Background: an optimization exercise with open tools, aiming at small area. Do not read the settings as production practice. Function was checked by simulation only, so behaviour that the tests miss may differ from the original. Power figures rest on the tool's default switching activity, not on a simulated workload.

== build 81 ==
==> flow/design.v (excerpt) <==
module fabric_bitstream_loader #(
    parameter int          NUM_ROWS       = 16,
    parameter int          NUM_COLUMNS    = 16,
    parameter int          FRAMES_PER_COL = 20,
    parameter logic [31:0] SYNC_WORD      = 32'hFAB0_FAB1
) (
    input  logic                                clk_i,
    input  logic                                rst_ni,
    input  logic [31:0]                         bitstream_data_i,
    input  logic                                bitstream_valid_i,
    output logic [NUM_ROWS*32-1:0]              frame_data_o,
    output logic [NUM_COLUMNS*FRAMES_PER_COL-1:0] frame_strobe_o,
    output logic                                config_busy_o,
    output logic                                config_done_o,
    output logic                                error_o
);
    localparam int FW = NUM_ROWS * 32;
    localparam int NS = NUM_COLUMNS * FRAMES_PER_COL;
    localparam int RW = (NUM_ROWS > 1) ? $clog2(NUM_ROWS) : 1;
    localparam int CW = (NUM_COLUMNS > 1) ? $clog2(NUM_COLUMNS) : 1;
    localparam int BW = (NUM_ROWS > 1) ? FW - 32 : 32;
    localparam logic [3:0] OP_WRITE  = 4'h1;
    localparam logic [3:0] OP_DESYNC = 4'hD;
    typedef enum logic [1:0] {S_IDLE, S_HEADER, S_DATA, S_CHECK} state_t;
    logic [31:0] sum_q;
    state_t          state_q, state_d;
    logic [RW-1:0]   row_q;
    logic [BW-1:0]   buf_nq;     
    logic [FW-1:0]   frame_nq;   
    logic            fvn_q;      
    logic [CW-1:0]   col_q, scol_q;
    logic [4:0]      frm_q, sfrm_q;
    logic            ok_q;
    logic            pend_q, pend_d;
    logic            sflag_q;
    logic            done_q, done_d;
  ...
export LEC_CHECK = 0
export CAP_MARGIN = 20
export CORE_MARGIN = 2
export CORE_UTILIZATION = 60
export SLEW_MARGIN = 20
create_clock -name core_clock -period 5.0 [get_ports {clk_i}]
standard.sh (not shown) runs the stock make flow with config.mk's settings and CLKGATE_MAP_FILE= SYNTH_SCRIPT=/design/flow/synth_recipe.tcl, a recipe that flattens the netlist after the stock synthesis.
==> flow/flow/run.sh <==
#!/bin/bash
# Standard ORFS layout (the standard.sh, standard synthesis unchanged) with
# smaller cells for port buffers and larger clock sink clusters.
set -euo pipefail
bash standard.sh \
  "BUFFER_PORTS_ARGS=-buffer_cell sky130_fd_sc_hd__buf_1" \
  "CTS_ARGS=-sink_clustering_enable -repair_clock_nets -dont_use_dummy_load -sink_clustering_size 18 -sink_clustering_max_diameter 50 -buf_list sky130_fd_sc_hd__clkbuf_8" \
  finish > make_finish.log 2>&1
Build 81 completed; timing, DRC and antenna clean
The following lists how build 29 was set up differently from build 81:
==> flow/flow/run.sh <==
#!/bin/bash
# Standard ORFS layout (the standard.sh, standard synthesis unchanged) with
# smaller cells for port buffers and larger clock sink clusters.
set -euo pipefail
bash standard.sh \
  "BUFFER_PORTS_ARGS=-buffer_cell sky130_fd_sc_hd__buf_1" \
  "CTS_ARGS=-sink_clustering_enable -repair_clock_nets -dont_use_dummy_load -sink_clustering_size 20 -sink_clustering_max_diameter 60 -buf_list sky130_fd_sc_hd__clkbuf_8" \
  finish > make_finish.log 2>&1
--- a/flow/config.mk
+++ b/flow/config.mk
@@ -6,6 +6,6 @@
 export NUM_CORES = 4
 export LEC_CHECK = 0
-export CAP_MARGIN = 20
+export CAP_MARGIN = 5
 export CORE_MARGIN = 2
 export CORE_UTILIZATION = 60
-export SLEW_MARGIN = 20
+export SLEW_MARGIN = 5
Results
Build 29 has completed all stages; timing, DRC and antenna checks passed. The total of clock buffers placed in the layout of build 29 falls short of that of build 81 by 21. Changes observed in build 29 relative to build 81: final worst-path setup slack moved down; total clock buffers created by CTS now sits lower; area overhead of the layout relative to synthesis shows a reduction of 0.87 points; proportion of cell area occupied by multi-input gates level; final clock period utilization by the worst path higher. Build 81 reports its start point of the critical path as sfrm_q[0] while build 29 reports scol_q[3]. Taking build 81 as the reference, in build 29 via count dropped 124, number of violations of the max-capacitance limit neither gained nor lost much. Compared build 81 against build 29; non-clock buffering overhead in the final layout within noise.
### build 29 -> build 93
==> flow/flow/run.sh <==
#!/bin/bash
# Standard ORFS layout (the standard.sh, standard synthesis unchanged) with
# smaller cells for port buffers and larger clock sink clusters.
set -euo pipefail
bash standard.sh \
  "BUFFER_PORTS_ARGS=-buffer_cell sky130_fd_sc_hd__buf_1" \
  "CTS_ARGS=-sink_clustering_enable -repair_clock_nets -dont_use_dummy_load -sink_clustering_size 20 -sink_clustering_max_diameter 70 -buf_list sky130_fd_sc_hd__clkbuf_8" \
  finish > make_finish.log 2>&1
--- a/flow/config.mk
+++ b/flow/config.mk
@@ -6,6 +6,6 @@
 export NUM_CORES = 4
 export LEC_CHECK = 0
-export CAP_MARGIN = 5
+export CAP_MARGIN = 20
 export CORE_MARGIN = 2
 export CORE_UTILIZATION = 60
-export SLEW_MARGIN = 5
+export SLEW_MARGIN = 20
[summary]
- Run comparison: build 93 cell with the biggest individual delay on the critical path sky130_fd_sc_hd__nand3_1; build 29 cell with the biggest individual delay on the critical path sky130_fd_sc_hd__nand2_1
- Wire length: build 29 vs build 93, no meaningful difference
- Going from build 29 to build 93, achievable clock frequency increased about 5%, power after layout now smaller.
- Reported for build 29 and build 93, fraction of the mapped netlist area in compound gates turned out identical to the last digit.
- Per the comparison of build 93 with build 29, buffers plus inverters on the worst setup path picked up an extra 1, total power per unit cell area saw little to no change, sequential power about even, global-route total usage across every layer closely matched the old numbers, final design area excluding fillers held steady.

-- static timing again, ports no longer ideal --
Ports are ideal in the flow. The routed layouts listed here were re-timed in OpenROAD.
Step 1 (the two cells are an assumption about what drives the block):
set clk [get_ports {clk_i}]
set_driving_cell -lib_cell sky130_fd_sc_hd__clkbuf_16 $clk
set_driving_cell -lib_cell sky130_fd_sc_hd__buf_2 [delete_from_list [all_inputs] $clk]
Step 2 moves the port delays by t, midway between the first and last clock arrival at a register: inputs arrive t later, outputs are due t later. That takes back most of the time a late clock gives input paths.
a / b / c = ideal / step 1 / step 2; a / b = the first two.
| run | t, ns | slack for setup (ns) | worst setup path at the end | slew at the worst register clock pin (ns) |
|---|---|---|---|---|
| build 81 | 0.722 | 0.827 / 0.762 / 1.283 | input to register | 0.11 / 0.11 |
| build 29 | 0.752 | 0.639 / 0.574 / 1.302 | input to register | 0.12 / 0.12 |
| build 93 | 0.759 | 0.847 / 0.782 / 1.290 | input to register | 0.12 / 0.12 |
After both steps every run listed still meets setup and hold.
